Context: an optimization exercise on an open-source flow, tuned for small area, a short achievable clock period and few clock cycles per item. The choices shown serve that exercise and are no tape-out recipe.
No run shown here included a check of the RTL's function; only the layout flow was run.
No activity file was given, so power comes from the tool's default toggle rates.

==> design/flow/design.v <==
module ifft8_seq #(
  parameter int unsigned W  = 12,
  parameter int unsigned IW = 16
) (
  input  logic                clk,
  input  logic                rst,
  input  logic                in_valid,
  output logic                in_ready,
  input  logic signed [W-1:0] in_re,
  input  logic signed [W-1:0] in_im,
  output logic                out_valid,
  input  logic                out_ready,
  output logic signed [W-1:0] out_re,
  output logic signed [W-1:0] out_im,
  output logic                out_last,
  output logic                busy
);
  localparam int unsigned SW = W + 1;    
  localparam int unsigned UW = W + 3;    
  localparam int unsigned AW = IW;       
  logic signed [W-1:0]  r_ir_re, r_ir_im;
  logic                 r_ir_v;
  logic [2:0]           r_in_cnt;    
  logic [2:0]           r_ld_cnt;    
  logic signed [SW-1:0] r_sr [4];
  logic signed [SW-1:0] r_si [4];
  logic signed [SW-1:0] r_dr [4];
  logic signed [SW-1:0] r_di [4];
  logic w_in_fire;
  logic r_idle;        
  logic r_outph;       
  assign w_in_fire = in_valid & r_idle;
  always_ff @(posedge clk) begin
    r_ir_re <= in_re;
    r_ir_im <= in_im;
  end
  logic signed [SW-1:0] w_ir_re_x, w_ir_im_x;
  assign w_ir_re_x = SW'(r_ir_re);
  assign w_ir_im_x = SW'(r_ir_im);
  always_ff @(posedge clk) begin
    if (r_ir_v) begin
      for (int i = 0; i < 3; i++) begin
        r_sr[i] <= r_sr[i+1];
        r_si[i] <= r_si[i+1];
        r_dr[i] <= r_dr[i+1];
        r_di[i] <= r_di[i+1];
      end
      r_sr[3] <= (r_sr[0] & {SW{r_ld_cnt[2]}}) + w_ir_re_x;
      r_si[3] <= (r_si[0] & {SW{r_ld_cnt[2]}}) + w_ir_im_x;
      r_dr[3] <= r_sr[0] - w_ir_re_x;
      r_di[3] <= r_si[0] - w_ir_im_x;
    end
  end
  function automatic logic [IW-1:0] add4(input logic [IW-1:0] a, input logic [IW-1:0] b,
                                         input logic [IW-1:0] c, input logic [IW-1:0] d,
                                         input logic ci0, input logic ci1, input logic ci2);
    logic [IW-1:0] s1, k1, s2, k2;
    s1 = a ^ b ^ c;
    k1 = {((a & b) | (a & c) | (b & c)) , ci0};
    s2 = s1 ^ k1 ^ d;
    k2 = {((s1 & k1) | (s1 & d) | (k1 & d)), ci1};
    add4 = s2 + k2 + IW'(ci2);
  endfunction
  logic       r_pre;       
  logic [1:0] r_pre_cnt;
  logic [2:0] r_k;         
  logic       r_k_done;    
  logic       w_adv;
  logic       w_step;
  assign w_adv  = ~out_valid | out_ready;
  assign w_step = r_outph & ~r_k_done & w_adv;
  logic                 w_y_load;
  logic [1:0]           r_yop;
  logic [3:0]           r_yn;
  logic                 r_yu;
  function automatic logic [3:0] yn_of(input logic [1:0] op);
    case (op)
      2'd0:    yn_of = 4'b0111;
      2'd1:    yn_of = 4'b0001;
      2'd2:    yn_of = 4'b1101;
      default: yn_of = 4'b0100;
    endcase
  endfunction
  logic                 w_tr_load, w_ti_load;
  logic signed [UW-1:0] r_y;
  logic signed [UW-1:0] w_y;
  logic signed [UW-1:0] d1r, d1i, d3r, d3i;
  logic signed [UW-1:0] r_tr, r_ti;
  logic                 n1r, n1i, n3r, n3i;
  assign d1r = UW'(r_dr[1]);
  assign d1i = UW'(r_di[1]);
  assign d3r = UW'(r_dr[3]);
  assign d3i = UW'(r_di[3]);
  always_comb begin
    {n1r, n1i, n3r, n3i} = r_yn;
    w_y = add4(d1r ^ {UW{n1r}}, d1i ^ {UW{n1i}}, d3r ^ {UW{n3r}}, d3i ^ {UW{n3i}},
               1'b1, r_yu, r_yu);
  end
  function automatic logic signed [UW-1:0] tw10(input logic signed [UW-1:0] y);
    logic signed [UW+6:0] e;
    logic signed [UW+6:0] p;
    e = (UW+7)'(y);
    p = (e <<< 6) + (e <<< 4) + (e <<< 3) + e + (e >>> 1) + (e >>> 4) + (e >>> 5)
      + (e >>> 8) + (e >>> 9) + (UW+7)'(12)
      + $signed((UW+7)'({y[UW-1], y[UW-1], 1'b0, y[UW-1], y[UW-1], 1'b0, y[UW-1]}));   
    tw10 = p[UW+6:7];
  endfunction
  always_ff @(posedge clk) begin
    if (w_y_load) begin
      r_y <= w_y;
    end
    if (w_tr_load) begin
      r_tr <= tw10(r_y);
    end
    if (w_ti_load) begin
      r_ti <= tw10(r_y);
    end
  end
  logic signed [AW-1:0] w_xr, w_xi;
  logic signed [AW-1:0] s0r, s0i, s1r, s1i, s2r, s2i, s3r, s3i;
  logic signed [AW-1:0] d0r, d0i, d2r, d2i, tr, ti;
  assign s0r = AW'(r_sr[0]);  assign s0i = AW'(r_si[0]);
  assign s1r = AW'(r_sr[1]);  assign s1i = AW'(r_si[1]);
  assign s2r = AW'(r_sr[2]);  assign s2i = AW'(r_si[2]);
  assign s3r = AW'(r_sr[3]);  assign s3i = AW'(r_si[3]);
  assign d0r = AW'(r_dr[0]);  assign d0i = AW'(r_di[0]);
  assign d2r = AW'(r_dr[2]);  assign d2i = AW'(r_di[2]);
  assign tr  = AW'(r_tr);     assign ti  = AW'(r_ti);
  logic signed [AW-1:0] w_ra, w_rb, w_rc, w_rd, w_ia, w_ib, w_ic, w_id;
  logic [8:0]           r_ctl;
  logic [2:0]           r_ctl_in;    
  logic                 c_od, c_sn, c_sw, c_nrb, c_nrc, c_nrd, c_nib, c_nic, c_nid;
  logic                 ci_od, ci_sn, ci_sw;
  assign {c_od, c_sn, c_sw, c_nrb, c_nrc, c_nrd, c_nib, c_nic, c_nid} = r_ctl;
  assign {ci_od, ci_sn, ci_sw} = ~r_ctl_in;
  function automatic logic [8:0] ctl_of(input logic [2:0] k);
    case (k)
      3'd0: ctl_of = 9'b010_000_000;
      3'd2: ctl_of = 9'b001_110_011;
      3'd4: ctl_of = 9'b010_101_101;
      3'd6: ctl_of = 9'b001_011_110;
      3'd1: ctl_of = 9'b100_100_000;
      3'd3: ctl_of = 9'b100_000_100;
      3'd5: ctl_of = 9'b100_110_010;
      default: ctl_of = 9'b100_010_110;
    endcase
  endfunction
  function automatic logic [2:0] ctli_of(input logic [2:0] k);
    logic [8:0] c;
    c = ctl_of(k);
    ctli_of = ~c[8:6];
  endfunction
  always_comb begin
    w_ra = c_od ? d0r : s0r;
    w_ia = ci_od ? d0i : s0i;
    w_rb = ({AW{c_od}} & d2i) | ({AW{c_sn}} & s1r) | ({AW{c_sw}} & s1i);
    w_ib = ({AW{ci_od}} & d2r) | ({AW{ci_sn}} & s1i) | ({AW{ci_sw}} & s1r);
    w_rc = c_od ? tr : s2r;
    w_ic = ci_od ? ti : s2i;
    w_rd = ({AW{c_sn}} & s3r) | ({AW{c_sw}} & s3i);
    w_id = ({AW{ci_sn}} & s3i) | ({AW{ci_sw}} & s3r);
    w_xr = add4(w_ra, w_rb ^ {AW{c_nrb}}, w_rc ^ {AW{c_nrc}}, w_rd ^ {AW{c_nrd}},
                c_nrb, c_nrc, c_nrd);
    w_xi = add4(w_ia, w_ib ^ {AW{c_nib}}, w_ic ^ {AW{c_nic}}, w_id ^ {AW{c_nid}},
                c_nib, c_nic, c_nid);
  end
  function automatic logic signed [W-1:0] scale_sat(input logic signed [AW-1:0] v);
    if (v[AW-1] != v[AW-2]) begin
      scale_sat = {v[AW-1], {(W-1){~v[AW-1]}}};
    end else begin
      scale_sat = v[W+2:3];
    end
  endfunction
  assign w_y_load  = (r_pre & (r_pre_cnt != 2'd0)) | (w_step & (r_k < 3'd6));
  assign w_tr_load = (r_pre & r_pre_cnt[1]) | (w_step & r_k[0] & (r_k != 3'd7));
  assign w_ti_load = w_step & ~r_k[0];
  always_ff @(posedge clk) begin
    if (rst) begin
      r_ir_v    <= 1'b0;
      r_in_cnt  <= 3'd0;
      r_ld_cnt  <= 3'd0;
      r_pre     <= 1'b0;
      r_pre_cnt <= 2'd0;
      r_yop     <= 2'd0;
      r_yn      <= yn_of(2'd0);
      r_yu      <= 1'b1;
      r_k       <= 3'd0;
      r_ctl     <= ctl_of(3'd0);
      r_ctl_in  <= ctli_of(3'd0);
      r_k_done  <= 1'b0;
      in_ready  <= 1'b1;
      r_idle    <= 1'b1;
      r_outph   <= 1'b0;
      busy      <= 1'b0;
      out_valid <= 1'b0;
      out_last  <= 1'b0;
    end else begin
      r_ir_v <= w_in_fire;
      if (w_y_load) begin
        r_yop <= r_yop + 2'd1;
        r_yn  <= yn_of(r_yop + 2'd1);
        r_yu  <= r_yop[0];
      end
      if (r_ir_v) begin
        r_ld_cnt <= r_ld_cnt + 3'd1;
      end
      if (w_in_fire) begin
        r_in_cnt <= r_in_cnt + 3'd1;
        if (r_in_cnt == 3'd7) begin
          in_ready  <= 1'b0;
          r_idle    <= 1'b0;
          busy      <= 1'b1;
          r_pre     <= 1'b1;
          r_pre_cnt <= 2'd0;
          r_yop     <= 2'd0;
          r_yn      <= yn_of(2'd0);
          r_yu      <= 1'b1;
          r_k       <= 3'd0;
          r_ctl     <= ctl_of(3'd0);
          r_ctl_in  <= ctli_of(3'd0);
      r_ctl_in  <= ctli_of(3'd0);
          r_k_done  <= 1'b0;
        end
      end
      if (r_pre) begin
        r_pre_cnt <= r_pre_cnt + 2'd1;
        if (r_pre_cnt[1]) begin
          r_pre   <= 1'b0;
          r_outph <= 1'b1;
        end
      end
      if (w_step) begin
        out_valid <= 1'b1;
        out_last  <= (r_k == 3'd7);
        out_re    <= scale_sat(w_xr);
        out_im    <= scale_sat(w_xi);
        r_k       <= r_k + 3'd1;
        r_ctl     <= ctl_of(r_k + 3'd1);
        r_ctl_in  <= ctli_of(r_k + 3'd1);
        if (r_k == 3'd7) begin
          r_k_done <= 1'b1;
        end
      end else if (out_valid & out_ready) begin
        out_valid <= 1'b0;
      end
      if (out_valid & out_ready & out_last) begin
        in_ready  <= 1'b1;
        r_idle    <= 1'b1;
        r_outph   <= 1'b0;
        busy      <= 1'b0;
        out_valid <= 1'b0;
        out_last  <= 1'b0;
      end
    end
  end
endmodule
==> design/flow/flow/run.sh <==
#!/bin/bash
# The standard layout (standard.sh) with two changes passed to ORFS:
# buf_2 cells as the port buffers instead of the default pick, and a setup
# margin for the repair steps. ORFS writes its per-step logs under orfs/logs;
# the make output goes to standard.log here.
export BUFFER_PORTS_ARGS="-buffer_cell sky130_fd_sc_hd__buf_2"
export SETUP_SLACK_MARGIN=16
bash standard.sh > standard.log 2>&1
==> design/flow/standard.sh <==
#!/bin/bash
# synth_recipe.tcl (not shown) runs the flow's synth.tcl, then flattens the netlist and writes it again
# the make line also repeats each setting of config.mk as NAME=value (left out here)
make -C /OpenROAD-flow-scripts/flow DESIGN_CONFIG=/design/flow/config.mk WORK_HOME=/design/flow/orfs CLKGATE_MAP_FILE= SYNTH_SCRIPT=/design/flow/synth_recipe.tcl "${@:-finish}"
==> design/flow/config.mk <==
export PLATFORM = sky130hd
export DESIGN_NAME = ifft8_seq
export DESIGN_NICKNAME = ifft8_seq
export VERILOG_FILES = /design/flow/design.v
export SDC_FILE = /design/flow/constraint.sdc
export NUM_CORES = 4
export LEC_CHECK = 0
export CAP_MARGIN = 20
export CORE_MARGIN = 2
export CORE_UTILIZATION = 40
export CTS_BUF_LIST = sky130_fd_sc_hd__clkbuf_8
export CTS_CLUSTER_SIZE = 30
export SLEW_MARGIN = 20
==> design/flow/constraint.sdc <==
create_clock -name core_clock -period 22.0 [get_ports {clk}]
set_input_delay 4.4000 -clock core_clock [delete_from_list [all_inputs] [get_ports {clk}]]
set_output_delay 4.4000 -clock core_clock [all_outputs]
set_load 0.01 [all_outputs]
==> results of run 1 <==
==> cells in the final DEF, fill, tap and decap left out, types with 11 or more instances in the layout <==
master    netlist  layout
edfxtp_1      277     277
inv_1         179     195
ha_1          162     162
xnor2_1       155     155
fa_1          148     148
nor2_1        123     122
a21oi_1        95      95
xor2_1         75      75
nand2_1        69      69
clkbuf_8        0      67
dfxtp_1        60      57
buf_2           2      55
mux2i_1        37      37
o21ai_0        37      36
nor3_1         29      29
a222oi_1       27      27
a22oi_1        27      27
and2_1         26      26
nand3_1        25      25
mux2_2         21      21
nor2b_1        17      17
nand2b_1       15      15
clkinv_2        0      15
a21o_1         14      14
o21a_1         12      12
a21oi_2        12      12
buf_4           5      11
==> area by class of cell <==
| cell class | instances | area, um2 |
|---|---|---|
| fillers | 5013 | 30400 |
| multi-input cells | 1261 | 11600 |
| flip-flops and latches | 337 | 9530 |
| clock buffers | 67 | 922 |
| well taps | 704 | 881 |
| inverters | 182 | 683 |
| clock inverters | 47 | 392 |
| repair buffers | 67 | 385 |
| diodes | 1 | 2.50 |
==> per-stage QoR <==
step	std cells	hold slack [ns]	utilization, %
2_1_floorplan	1838	0.418	-
3_3_place_gp	2550	0.429	42.1
3_5_place_dp	2550	0.432	42.1
4_1_cts	2664	0.436	44.5
5_1_grt	2666	0.454	44.5
6_report	2666	0.434	44.5
==> report_power, final <==
part	switching, uW	internal [uW]	total [uW]
logic	240	170	410
clock network	282	363	645
registers	19.8	734	754
==> how the worst max path moves through the flow <==
stage,end,slack (ns),depth (start not counted)
floorplan,r_ctl_in[2],16.03,6
global placement,r_yn[1],16.00,8
detailed placement,r_yn[3],15.92,8
CTS,in_ready,16.30,1
global route,in_ready,16.28,1
finish,in_ready,16.36,1
==> kinds of logic (layout without fill, tap and decap cells) <==
| logic type | after synthesis | count (layout) | share of synthesized area (%) |
|---|---|---|---|
| AO/OA/AOI/OAI | 317 | 317 | 10.2 |
| adder cells (fa/ha/maj) | 310 | 310 | 22.6 |
| multiplexers | 58 | 58 | 2.75 |
| buffers and inverters | 240 | 363 | 4.25 |
| other | 0 | 1 | 0 |
| XOR/XNOR | 235 | 235 | 9.56 |
| flip-flops | 337 | 337 | 43.2 |
| AND/OR/NAND/NOR | 341 | 341 | 7.35 |
==> sequential cells by signal, indices dropped and copies added, names as in the netlist, 3 cells and up <==
| signal | count |
|---|---|
| r_ir_im | 12 |
| out_re | 12 |
| r_yn | 4 |
| r_sr | 52 |
| r_ctl | 7 |
| r_tr | 15 |
| r_ctl_in | 3 |
| r_si | 52 |
| r_dr | 52 |
| out_im | 12 |
| r_y | 15 |
| r_k | 3 |
| r_in_cnt | 3 |
| r_ir_re | 12 |
| r_ti | 15 |
| r_ld_cnt | 3 |
| r_di | 52 |
==> worst register-to-register path, cell delays in order (launching register included) <==
cell	delay (ns)
edfxtp_1	0.70
inv_1	0.18
fa_1	0.50
fa_1	0.50
inv_1	0.06
fa_1	0.53
inv_1	0.05
fa_1	0.47
inv_1	0.04
ha_1	0.25
and4_1	0.20
nand4_1	0.10
a31o_2	0.22
a21oi_1	0.14
or2_2	0.36
a21o_1	0.19
a311oi_1	0.61
==> per-layer routing <==
layer | vias to the layer above | wire length (um)
met5 | - | 0
met4 | 0 | 1120
met3 | 77 | 2750
met2 | 357 | 26200
met1 | 6998 | 22700
li1 | 6618 | -
==> results.txt, run 1 <==
Via density=about 5.3; critical path endpoint category=output pin; leakage power=0.00975 uW; Seq/Total Area, Yosys=43.2%; pwr dens=~74 nW/um2; Final nets=between 2000 and 2500; clock sink total=~340; Post-synth EDFFs=277; max incr delay on CP=approximately 0.42 ns; RSZ-0062 raised after global routing=no; IO Pins=56; Gate Count Post-Synth=about 1800; clock latency at the later pin of the worst-skew pair=0.69 ns; cell area after synthesis=~22000 um2; Worst Clk Skew=0.0509 ns; synthesis warning total=5; GRT Overall Usage=19.0%; Synth area leader=edfxtp_1; CTS Hold Bufs=0; Startpoint Class=flop; hold depth=0; worst path required time=about 18 ns; Unique masters post-synth=80; Routed Antenna Nets=0; crit path max-delay cell type=dfxtp_1; FF-to-FF Start=r_y[14]; Iteration-0 DRC Markers=1257; postcts setup bufs=0; Final period util=about a quarter; Area Overhead vs Synth=10.7%; Die Area=around 57000 um2; worst-case reg-to-reg path depth=16; grt ovf=0; Final WS setup=around 16 ns; cell area after layout=between 20000 and 25000 um2; router iterations before antenna repair=9; synthesized net count=around 2200; share of layout cells above drive strength 1=11.8%; first-pass GRT wire length=82.6 mm; initial antenna violation count=1; Synth Area per Inst=12.0 um2; Synth async-reset ratio=0%; Post-Route WL=52.8 mm; vias in the first global route=around 14000; Initial Util=40.2%; final hold vios=0; Slew HR=approximately 22%; CP top delay family=flip-flops; # resized after CTS=0; Post-DP Area=between 20000 and 25000 um2; crit path DAT=around 1.2 ns; Setup Crit Path Kind=reg2out; Vias=about 14000; Yosys reg bits=between 300 and 400; endpoints failing setup=0; Reg2Reg Capture Point=r_ti[14]; Port Buffers=55; CTS tree=built; Worst Max-Slew Pin Slew=between 1 and 1.5 ns; fmax=~0.18 GHz; Num CTS Buffers=between 60 and 70; min-delay worst type=reg2reg; largest net degree at the start of global routing=just over 80; GPL Wtd Cong=approximately 0.93; CP startpoint=in_ready; Root Buffer=clkbuf_8; top cell type's share of synthesized area=a little under two fifths; most common cell in the netlist=edfxtp_1; WP buf/inv=1; Tot Pwr=around 1800 uW; Reg clk slew, reported paths=approximately 0.060 ns; clk buf depth=3; post-DP HPWL=between 40 and 50 mm; H-tree levels=2; Synth area leaders=edfxtp_1 (38%), fa_1 (13%), ha_1 (9.2%); GR Util met2=32.7%; met1 Use GR=24.4%; worst hold path startpoint=r_si[2][9]; Worst Hold Endpoint=r_si[1][9]; FF-to-FF setup slack=~17 ns; most used flip-flop cell after synthesis=edfxtp_1; Die Y=roughly 240 um; CP cell instances=buf_2; Core Box Area=between 50000 and 60000 um2; Rows=86; status=no timing/DRC/antenna violations; worst vdd ir=0.0467 mV; Final Slew Violations=0; GRT Max-Usage Layer=met2; M3 GR Usage=3.93%; Avg WL per Cell=between 15 and 20 um; Max Cap Violations=0; Setup TNS=0 ns; Remaining DRCs=0; pre-CTS setup slack=15.92 ns; Tmin final=~5.6 ns; most instantiated cells after synthesis=edfxtp_1 (277), inv_1 (179), ha_1 (162), xnor2_1 (155), fa_1 (148); die width=approximately 240 um; CP max FO=7
==> inputs of run 2 (changes only) <==
--- a/design/flow/config.mk
+++ b/design/flow/config.mk
@@ -8,6 +8,4 @@
 export CAP_MARGIN = 20
 export CORE_MARGIN = 2
 export CORE_UTILIZATION = 40
-export CTS_BUF_LIST = sky130_fd_sc_hd__clkbuf_8
-export CTS_CLUSTER_SIZE = 30
 export SLEW_MARGIN = 20
==> run 2 against run 1 <==
Net effect:
- sequential share of layout area down 0.15 points
- highest routed layer is now met5
- clock skew down 0.040 ns
- total power up 3.6%
- critical path depth unchanged
- count of clock-buffer cells in the layout down 13
- die area unchanged
- largest power group unchanged
- design area up 0.39%
==> results.txt, run 2 <==
status=no timing/DRC/antenna violations; WP buf/inv=1; RSZ-0062 raised after global routing=no; Root Buffer=clkbuf_16; worst path required time=about 18 ns; Via density=around 5.3; clock latency at the later pin of the worst-skew pair=about 0.56 ns; # resized after CTS=0; GPL Wtd Cong=between 0.9 and 1; CP top delay family=flip-flops; H-tree levels=2; Setup Crit Path Kind=reg2out; Die Area=57000 um2; Tmin final=~5.5 ns; clock sink total=roughly 340; fmax=0.181 GHz; first-pass GRT wire length=a little over 80 mm; Die Y=~240 um; most instantiated cells after synthesis=edfxtp_1 (277), inv_1 (179), ha_1 (162), xnor2_1 (155), fa_1 (148); Post-synth EDFFs=277; Yosys reg bits=between 300 and 400; die width=between 200 and 250 um; share of layout cells above drive strength 1=between 10% and 20%; Synth area leaders=edfxtp_1 (38%), fa_1 (13%), ha_1 (9.2%); Final nets=between 2000 and 2500; Iteration-0 DRC Markers=around 1300; CTS Hold Bufs=0; Synth Area per Inst=between 10 and 15 um2; vias in the first global route=between 10000 and 15000; Synth Area in Simple Gates=about 7.3%; postcts setup bufs=0; most frequent cells in the layout=edfxtp_1 (277), inv_1 (179), ha_1 (162), xnor2_1 (155), fa_1 (148); post-DP HPWL=slightly above 40 mm; WL met3=around 2.7 mm; FF-to-FF setup slack=16.61 ns; mux contribution to synthesized area=under 10%; synthesis warning total=5; Reg clk slew, reported paths=~0.060 ns; Num CTS Buffers=42; Seq/Total Area, Yosys=approximately 43%; min-delay worst type=reg2reg; crit path DAT=roughly 1.1 ns; router iterations before antenna repair=9; most common cell in the netlist=edfxtp_1; Unique masters post-synth=80; largest net degree at the start of global routing=81; Routed Antenna Nets=0; FILL cells=between 4000 and 5000; hold depth=0; critical path endpoint category=output pin; Final Slew Violations=0; largest family of logic cells by synthesized area=adder cells; met2 wire len=between 20 and 30 mm; Reg2Reg Capture Point=r_ti[14]; crit path max-delay cell type=dfxtp_1; leakage power=just under 0.01 uW; final hold vios=0; CTS tree=built; cell area after synthesis=around 22000 um2; CP startpoint=in_ready; Setup TNS=0 ns; Final period util=roughly a quarter; Post-Route WL=between 50 and 60 mm; pwr dens=~77 nW/um2; Synth area leader=edfxtp_1; GRT Overall Usage=between 10% and 20%; Port Buffers=55; worst hold path startpoint=r_sr[2][9]; Initial Util=approximately two fifths; Core Box Area=~55000 um2; Worst Clk Skew=approximately 0.011 ns; Synth async-reset ratio=0%; highest metal used=met5; FF-to-FF Start=r_y[14]; Rows=86; endpoints failing setup=0; most used flip-flop cell after synthesis=edfxtp_1; adder-cell area share of the yosys netlist=about 23%; max incr delay on CP=just over 0.4 ns; synthesized net count=between 2000 and 2500; post-synthesis compound-gate area fraction=about 10%; Post-Synth XOR/XNOR Area=a little under a tenth; Vias=13900; CP cell instances=buf_2; worst vdd ir=0.0538 mV; ANT cells=0; Gate Count Post-Synth=around 1800; worst-case reg-to-reg path depth=16; Worst Hold Endpoint=r_sr[1][9]; metal1 wirelength=between 20 and 25 mm; IO Pins=56; Startpoint Class=flop; Area Overhead vs Synth=11.1%; commonest non-fill, non-tap cell in the layout=edfxtp_1; Max Cap Violations=0; grt ovf=0; Slew HR=between 20% and 30%; clk buf depth=3; initial antenna violation count=1; CP max FO=7; Avg WL per Cell=between 15 and 20 um; top cell type's share of synthesized area=approximately 38%; Tot Pwr=between 1500 and 2000 uW; Worst Max-Slew Pin Slew=roughly 1.1 ns; Remaining DRCs=0
==> run 2: worst max path at each step <==
stage	to	slack, ns	cells after the start
CTS	in_ready	16.43	1
global route	r_yn[1]	16.37	8
global placement	r_yn[1]	16.00	8
finish	in_ready	16.47	1
detailed placement	r_yn[3]	15.92	8
floorplan	r_ctl_in[2]	16.03	6
==> run 2: report_power, final <==
part	internal [uW]	switching [uW]	total (uW)
registers	734	19.9	754
clock network	429	281	710
logic	170	240	409
total	1330	541	1870
==> run 2: cell families after synthesis <==
kind of cell,after synthesis
xor gates and xnor gates,235
buffers and inverters,240
adders and majority gates,310
AOI/OAI and AO/OA,317
and+or+nand+nor,341
muxes,58
DFF,337
==> run 2: layout make-up <==
type	instances	area, um2	area share, %
Multi-Input combinational cell	1261	11600	47.4
Sequential cell	337	9530	38.9
Clock buffer	54	1150	4.69
Tap cell	704	881	3.60
Inverter	182	683	2.79
Timing Repair Buffer	67	385	1.57
Clock inverter	23	263	1.07
==> run 2: through the flow <==
stage	hold slack, ns	instance area (um2)	setup WS, ns	util [%]	cells
after floorplan	0.418	22000	16.03	-	1838
after global placement	0.429	23000	16.00	42.1	2550
after detailed placement	0.432	23000	15.92	42.1	2550
after CTS	0.444	24500	16.43	44.6	2627
after global routing	0.455	24500	16.37	44.7	2628
final	0.446	24500	16.47	44.7	2628
==> run 2: metal layers <==
metal	vias to the layer above	global-route usage, %
met1	6940	24.3
met2	353	33.0
met5	-	0
met4	2	4.94
li1	6579	-
met3	72	3.55
==> run 2: worst reg2reg max path, delay by kind of cell, from the launching register on <==
| family | cells | cell delay (ns) |
|---|---|---|
| AO/OA/AOI/OAI | 4 | 1.16 |
| adder cells (fa/ha/maj) | 5 | 2.25 |
| buffers and inverters | 4 | 0.33 |
| flip-flops | 1 | 0.69 |
| AND/OR/NAND/NOR | 3 | 0.66 |

==> separate check: timing with driven ports <==
How much do the figures lean on ideal ports? The routed layouts below were timed once more, with nothing changed but the port constraints. Step 1, drivers: a clkbuf_16 drives clk and a buf_2 each remaining input, both assumed. Step 2, shift: input delay + t, output delay - t, t = (earliest + latest rising clock arrival at the registers) / 2. This alone moves slack from input paths to output paths. Slacks: ideal / step 1 / step 2; pairs: ideal / step 1.
| run | t (ns) | setup slack, ns | hold WS [ns] | worst data-port slew with drivers (ns) |
|---|---|---|---|---|
| run 1 | 0.720 | 16.360 / 16.303 / 15.897 | 0.434 / 0.434 / 0.434 | 0.04 |
| run 2 | 0.617 | 16.465 / 16.405 / 15.899 | 0.446 / 0.446 / 0.446 | 0.04 |
After both steps setup and hold are still met in every run listed. For run 2, which loses most, drivers alone change the setup slack by -0.060 ns; drivers and shift together by -0.566 ns.
